Context: an optimization exercise on an open-source flow, tuned for small area and a short achievable clock period. The choices shown serve that exercise and are no tape-out recipe. RTL that was checked went through simulation tests only; none was proved equivalent to the original. Power figures rest on the tool's default switching activity, not on a simulated workload.

==> inputs of pepper <==
==> flow/design.v (excerpt) <==
module icache #(
  parameter int LINE_NUM   = 16,
  parameter int BLOCK_BITS = 128
) (
  input  logic                  clk,
  input  logic                  rst,
  input  logic                  rdy,
  input  logic [31:0]           pc_from_fch,
  input  logic                  req_from_fch,
  input  logic                  rollback_from_fch,
  output logic                  inst_valid_to_fch,
  output logic [31:0]           inst_to_fch,
  output logic                  busy_to_fch,
  output logic                  enable_sign_to_mem,
  output logic [31:0]           pc_to_mem,
  output logic                  rollback_sign_to_mem,
  input  logic                  finish_sign_from_mem,
  input  logic [BLOCK_BITS-1:0] inst_block_from_mem
);
==> module icache, before the edit <==
module icache #(
  parameter int LINE_NUM   = 16,
  parameter int BLOCK_BITS = 128
) (
  input  logic                  clk,
  input  logic                  rst,
  input  logic                  rdy,
  input  logic [31:0]           pc_from_fch,
  input  logic                  req_from_fch,
  input  logic                  rollback_from_fch,
  output logic                  inst_valid_to_fch,
  output logic [31:0]           inst_to_fch,
  output logic                  busy_to_fch,
  output logic                  enable_sign_to_mem,
  output logic [31:0]           pc_to_mem,
  output logic                  rollback_sign_to_mem,
  input  logic                  finish_sign_from_mem,
  input  logic [BLOCK_BITS-1:0] inst_block_from_mem
);
  localparam int IDX_W = (LINE_NUM > 1) ? $clog2(LINE_NUM) : 1;
  localparam int TAG_W = 28 - IDX_W;
  logic                  wait_q;         
  logic                  valid_q;        
  logic                  enable_q;       
  logic [31:2]           pc_q;           
  logic [31:0]           inst_q;
  logic [LINE_NUM-1:0]   vld_q;
  logic [TAG_W-1:0]      tag_q  [LINE_NUM];
  logic [BLOCK_BITS-1:0] data_q [LINE_NUM];
  logic [IDX_W-1:0]    req_idx, lat_idx;
  logic [TAG_W-1:0]    req_tag;
  logic                hit, accept, fill;
  logic [LINE_NUM-1:0] req_sel;
  logic [3:0]          req_wsel, lat_wsel;
  logic [TAG_W-1:0]    tag_rd;
  logic                vld_rd;
  logic [31:0]         inst_rd;
  assign req_idx = pc_from_fch[4 +: IDX_W];
  assign req_tag = pc_from_fch[31 -: TAG_W];
  assign lat_idx = pc_q[4 +: IDX_W];
  always_comb begin
    tag_rd  = '0;
    vld_rd  = 1'b0;
    inst_rd = '0;
    for (int w = 0; w < 4; w++) begin
      req_wsel[w] = !wait_q && (pc_from_fch[3:2] == 2'(w));
      lat_wsel[w] = wait_q && (pc_q[3:2] == 2'(w));
    end
    for (int i = 0; i < LINE_NUM; i++) begin
      req_sel[i] = (req_idx == IDX_W'(i));
      tag_rd = tag_rd | (tag_q[i] & {TAG_W{req_sel[i]}});
      vld_rd = vld_rd | (vld_q[i] & req_sel[i]);
      for (int w = 0; w < 4; w++)
        inst_rd = inst_rd | (data_q[i][32*w +: 32] & {32{req_sel[i] & req_wsel[w]}});
    end
    for (int w = 0; w < 4; w++)
      inst_rd = inst_rd | (inst_block_from_mem[32*w +: 32] & {32{lat_wsel[w]}});
  end
  assign hit    = vld_rd && (tag_rd == req_tag);
  assign accept = req_from_fch && !rollback_from_fch;
  assign fill   = rdy && wait_q && finish_sign_from_mem;
  always_ff @(posedge clk) begin
    if (rst) begin
      wait_q   <= 1'b0;
      valid_q  <= 1'b0;
      enable_q <= 1'b0;
      vld_q    <= '0;
    end else if (rdy) begin
      if (!wait_q) begin
        valid_q  <= accept && hit;
        enable_q <= accept && !hit;
        wait_q   <= accept && !hit;
      end else begin
        valid_q  <= finish_sign_from_mem && !rollback_from_fch;
        enable_q <= 1'b0;
        wait_q   <= !finish_sign_from_mem && !rollback_from_fch;
        if (finish_sign_from_mem) vld_q[lat_idx] <= 1'b1;
      end
    end
  end
  always_ff @(posedge clk) begin
    if (rdy) inst_q <= inst_rd;
    if (rdy && !wait_q) pc_q <= pc_from_fch[31:2];
  end
  always_ff @(posedge clk) begin
    if (fill) begin
      tag_q[lat_idx]  <= pc_q[31 -: TAG_W];
      data_q[lat_idx] <= inst_block_from_mem;
    end
  end
  assign inst_valid_to_fch    = valid_q & rdy;
  assign enable_sign_to_mem   = enable_q & rdy;
  assign inst_to_fch          = inst_q;
  assign busy_to_fch          = wait_q;
  assign pc_to_mem            = {pc_q[31:4], 4'b0};
  assign rollback_sign_to_mem = rollback_from_fch;
endmodule
==> flow/config.mk <==
export PLATFORM = sky130hd
export DESIGN_NAME = icache
export DESIGN_NICKNAME = icache
export VERILOG_FILES = /design/flow/design.v
export SDC_FILE = /design/flow/constraint.sdc
export NUM_CORES = 4
export LEC_CHECK = 0
export CAP_MARGIN = 20
export CORE_MARGIN = 2
export CORE_UTILIZATION = 40
export SLEW_MARGIN = 20
==> flow/constraint.sdc <==
create_clock -name core_clock -period 4.0 [get_ports {clk}]
set_input_delay 0.8000 -clock core_clock [delete_from_list [all_inputs] [get_ports {clk}]]
set_output_delay 0.8000 -clock core_clock [all_outputs]
set_load 0.01 [all_outputs]
run.sh (not shown) runs the stock make flow with config.mk's settings and CLKGATE_MAP_FILE= SYNTH_SCRIPT=/design/flow/synth_recipe.tcl, a recipe that flattens the netlist after the stock synthesis.
==> sierra (differences from pepper) <==
--- a/flow/design.v
+++ b/flow/design.v
@@ -24,40 +24,16 @@
   logic                  enable_q;       
   logic [31:2]           pc_q;           
-  logic [31:0]           inst_q;
   logic [LINE_NUM-1:0]   vld_q;
   logic [TAG_W-1:0]      tag_q  [LINE_NUM];
   logic [BLOCK_BITS-1:0] data_q [LINE_NUM];
-  logic [IDX_W-1:0]    req_idx, lat_idx;
-  logic [TAG_W-1:0]    req_tag;
-  logic                hit, accept, fill;
-  logic [LINE_NUM-1:0] req_sel;
-  logic [3:0]          req_wsel, lat_wsel;
-  logic [TAG_W-1:0]    tag_rd;
-  logic                vld_rd;
-  logic [31:0]         inst_rd;
+  logic [IDX_W-1:0] req_idx, lat_idx;
+  logic [TAG_W-1:0] req_tag;
+  logic             hit, accept, fill;
   assign req_idx = pc_from_fch[4 +: IDX_W];
   assign req_tag = pc_from_fch[31 -: TAG_W];
   assign lat_idx = pc_q[4 +: IDX_W];
-  always_comb begin
-    tag_rd  = '0;
-    vld_rd  = 1'b0;
-    inst_rd = '0;
-    for (int w = 0; w < 4; w++) begin
-      req_wsel[w] = !wait_q && (pc_from_fch[3:2] == 2'(w));
-      lat_wsel[w] = wait_q && (pc_q[3:2] == 2'(w));
-    end
-    for (int i = 0; i < LINE_NUM; i++) begin
-      req_sel[i] = (req_idx == IDX_W'(i));
-      tag_rd = tag_rd | (tag_q[i] & {TAG_W{req_sel[i]}});
-      vld_rd = vld_rd | (vld_q[i] & req_sel[i]);
-      for (int w = 0; w < 4; w++)
-        inst_rd = inst_rd | (data_q[i][32*w +: 32] & {32{req_sel[i] & req_wsel[w]}});
-    end
-    for (int w = 0; w < 4; w++)
-      inst_rd = inst_rd | (inst_block_from_mem[32*w +: 32] & {32{lat_wsel[w]}});
-  end
-  assign hit    = vld_rd && (tag_rd == req_tag);
-  assign accept = req_from_fch && !rollback_from_fch;
-  assign fill   = rdy && wait_q && finish_sign_from_mem;
+  assign hit     = vld_q[req_idx] && (tag_q[req_idx] == req_tag);
+  assign accept  = rdy && !wait_q && req_from_fch && !rollback_from_fch;
+  assign fill    = rdy && wait_q && finish_sign_from_mem;
   always_ff @(posedge clk) begin
     if (rst) begin
@@ -80,5 +56,4 @@
   end
   always_ff @(posedge clk) begin
-    if (rdy) inst_q <= inst_rd;
     if (rdy && !wait_q) pc_q <= pc_from_fch[31:2];
   end
@@ -91,5 +66,5 @@
   assign inst_valid_to_fch    = valid_q & rdy;
   assign enable_sign_to_mem   = enable_q & rdy;
-  assign inst_to_fch          = inst_q;
+  assign inst_to_fch          = data_q[lat_idx][{pc_q[3:2], 5'b0} +: 32];
   assign busy_to_fch          = wait_q;
   assign pc_to_mem            = {pc_q[31:4], 4'b0};
==> cedar (differences from pepper) <==
--- a/flow/design.v
+++ b/flow/design.v
@@ -33,29 +33,27 @@
   logic [LINE_NUM-1:0] req_sel;
   logic [3:0]          req_wsel, lat_wsel;
-  logic [TAG_W-1:0]    tag_rd;
-  logic                vld_rd;
-  logic [31:0]         inst_rd;
+  logic [LINE_NUM-1:0] line_hit;
+  logic [31:0]         hit_word, fill_word, inst_rd;
   assign req_idx = pc_from_fch[4 +: IDX_W];
   assign req_tag = pc_from_fch[31 -: TAG_W];
   assign lat_idx = pc_q[4 +: IDX_W];
   always_comb begin
-    tag_rd  = '0;
-    vld_rd  = 1'b0;
-    inst_rd = '0;
+    hit_word  = '0;
+    fill_word = '0;
     for (int w = 0; w < 4; w++) begin
-      req_wsel[w] = !wait_q && (pc_from_fch[3:2] == 2'(w));
-      lat_wsel[w] = wait_q && (pc_q[3:2] == 2'(w));
+      req_wsel[w] = (pc_from_fch[3:2] == 2'(w));
+      lat_wsel[w] = (pc_q[3:2] == 2'(w));
     end
     for (int i = 0; i < LINE_NUM; i++) begin
       req_sel[i] = (req_idx == IDX_W'(i));
-      tag_rd = tag_rd | (tag_q[i] & {TAG_W{req_sel[i]}});
-      vld_rd = vld_rd | (vld_q[i] & req_sel[i]);
+      line_hit[i] = req_sel[i] && vld_q[i] && (tag_q[i] == req_tag);
       for (int w = 0; w < 4; w++)
-        inst_rd = inst_rd | (data_q[i][32*w +: 32] & {32{req_sel[i] & req_wsel[w]}});
+        hit_word = hit_word | (data_q[i][32*w +: 32] & {32{req_sel[i] & req_wsel[w]}});
     end
     for (int w = 0; w < 4; w++)
-      inst_rd = inst_rd | (inst_block_from_mem[32*w +: 32] & {32{lat_wsel[w]}});
+      fill_word = fill_word | (inst_block_from_mem[32*w +: 32] & {32{lat_wsel[w]}});
   end
-  assign hit    = vld_rd && (tag_rd == req_tag);
+  assign inst_rd = wait_q ? fill_word : hit_word;
+  assign hit    = |line_hit;
   assign accept = req_from_fch && !rollback_from_fch;
   assign fill   = rdy && wait_q && finish_sign_from_mem;
==> flow/flow/run.sh (new file) <==
#!/bin/bash
# Own layout flow: the standard flow (standard synthesis unchanged), with
# cell resizing not tied to the original footprint, plain buffers on the ports
# and a clock tree without dummy balancing loads.
set -euo pipefail
bash standard.sh MATCH_CELL_FOOTPRINT=0 \
  "BUFFER_PORTS_ARGS=-buffer_cell sky130_fd_sc_hd__buf_4" \
  "CTS_ARGS=-sink_clustering_enable -repair_clock_nets -sink_clustering_size 30 -sink_clustering_max_diameter 60 -dont_use_dummy_load" \
  finish > standard.log 2>&1
==> flow/standard.sh (new file) <==
#!/bin/bash
# synth_recipe.tcl (not shown) runs the flow's synth.tcl, then flattens the netlist and writes it again
# the make line also repeats each setting of config.mk as NAME=value (left out here)
make -C /OpenROAD-flow-scripts/flow DESIGN_CONFIG=/design/flow/config.mk WORK_HOME=/design/flow/orfs CLKGATE_MAP_FILE= SYNTH_SCRIPT=/design/flow/synth_recipe.tcl "${@:-finish}"
--- a/flow/config.mk
+++ b/flow/config.mk
@@ -8,4 +8,8 @@
 export CAP_MARGIN = 20
 export CORE_MARGIN = 2
-export CORE_UTILIZATION = 40
+export CORE_UTILIZATION = 55
+export CTS_CLUSTER_DIAMETER = 60
+export CTS_CLUSTER_SIZE = 30
+export PLACE_DENSITY = 0.7
+export SETUP_SLACK_MARGIN = 1.6
 export SLEW_MARGIN = 20
removed: flow/run.sh
==> comparison table <==
Routed length on met2: pepper 166,000 µm; cedar 148,000 µm; sierra 114,000 µm
Reg2Reg Capture Point: pepper inst_q[13]; cedar data_q[4][89]; sierra data_q[0][38]
Peak VDD IR: pepper 446 µV; cedar 444 µV; sierra 346 µV
Via count of the first global-routing pass: pepper 56,800; cedar 53,200; sierra 45,300
Global placement routability congestion: pepper 0.891; cedar 0.879; sierra 0.731
Worst hold slack: pepper 0.439 ns; cedar 0.249 ns; sierra 0.444 ns
Hpwl dp: pepper 229,000 µm; cedar 175,000 µm; sierra 124,000 µm
Outcome: pepper timing/DRC/antenna clean; cedar timing/DRC/antenna clean; sierra failed layout checks
Layout check failures: pepper -; cedar -; sierra setup timing
Cell area after layout: pepper 0.113 mm²; cedar 0.107 mm²; sierra 0.114 mm²
Mean number of vias per cell: pepper 6.71; cedar 7.32; sierra 5.63
Clock-pin slew reported for the worst setup and hold paths after clock tree synthesis: pepper 0.06 ns; cedar 0.08 ns; sierra 0.06 ns
Share of final-layout standard cells stronger than drive strength 1: pepper 20.0%; cedar 17.9%; sierra 32.6%
Startpoint type of the worst setup path: pepper register; cedar input port; sierra register
Mean routed wirelength per cell: pepper 40.7 µm; cedar 42.1 µm; sierra 29.7 µm
Count of H-tree levels built during CTS: pepper 4; cedar 4; sierra 5
Post-Synth XOR/XNOR Area: pepper 0.0663%; cedar 3.63%; sierra 0.369%
Final worst-path cycle share: pepper 92.3%; cedar 62.1%; sierra 112%
Signal buf overhead: pepper 8.77%; cedar 7.00%; sierra 6.55%
Fraction of power consumed by combinational cells: pepper 4.6%; cedar 4.8%; sierra 7.6%
Met1 demand-to-capacity share in global routing: pepper 40.5%; cedar 49.1%; sierra 26.5%
Setup WS post-layout: pepper 0.308 ns; cedar 1.52 ns; sierra -0.464 ns
Number of flops mapped to enable cells by yosys: pepper 2,494; cedar 2,494; sierra 2,462
No functional check of the RTL was part of pepper and sierra.

-- port drivers added, routing unchanged --
In the flow no input, the clock included, has a driving cell. The finished layouts below were timed again as built, in two steps. Step 1, drivers: a clkbuf_16 drives clk and a buf_2 each remaining input, both assumed. Step 2 times the ports against the registers' clock, not the clock port: input delays grow and output delays shrink by t, the midpoint of the rising clock arrivals with the driver on. Three values: ideal, step 1, step 2; two values: the first two.
run | shift t [ns] | setup slack, ns | hold WS [ns] | worst setup path after step 2 | pins driven straight from the clock port
pepper | 0.972 | 0.308 / 0.234 / -0.309 | 0.439 / 0.366 / 0.474 | input to register | 1
sierra | 0.979 | -0.464 / -0.565 / 0.373 | 0.444 / 0.383 / 0.453 | input to register | 1
cedar | 0.869 | 1.518 / 1.423 / 0.553 | 0.249 / 0.227 / 0.489 | input to register | 1
Met with ideal ports but missed after step 2: setup timing in pepper. The setup slack of cedar, which loses most, moves by -0.095 ns with the drivers and by -0.965 ns with both steps.
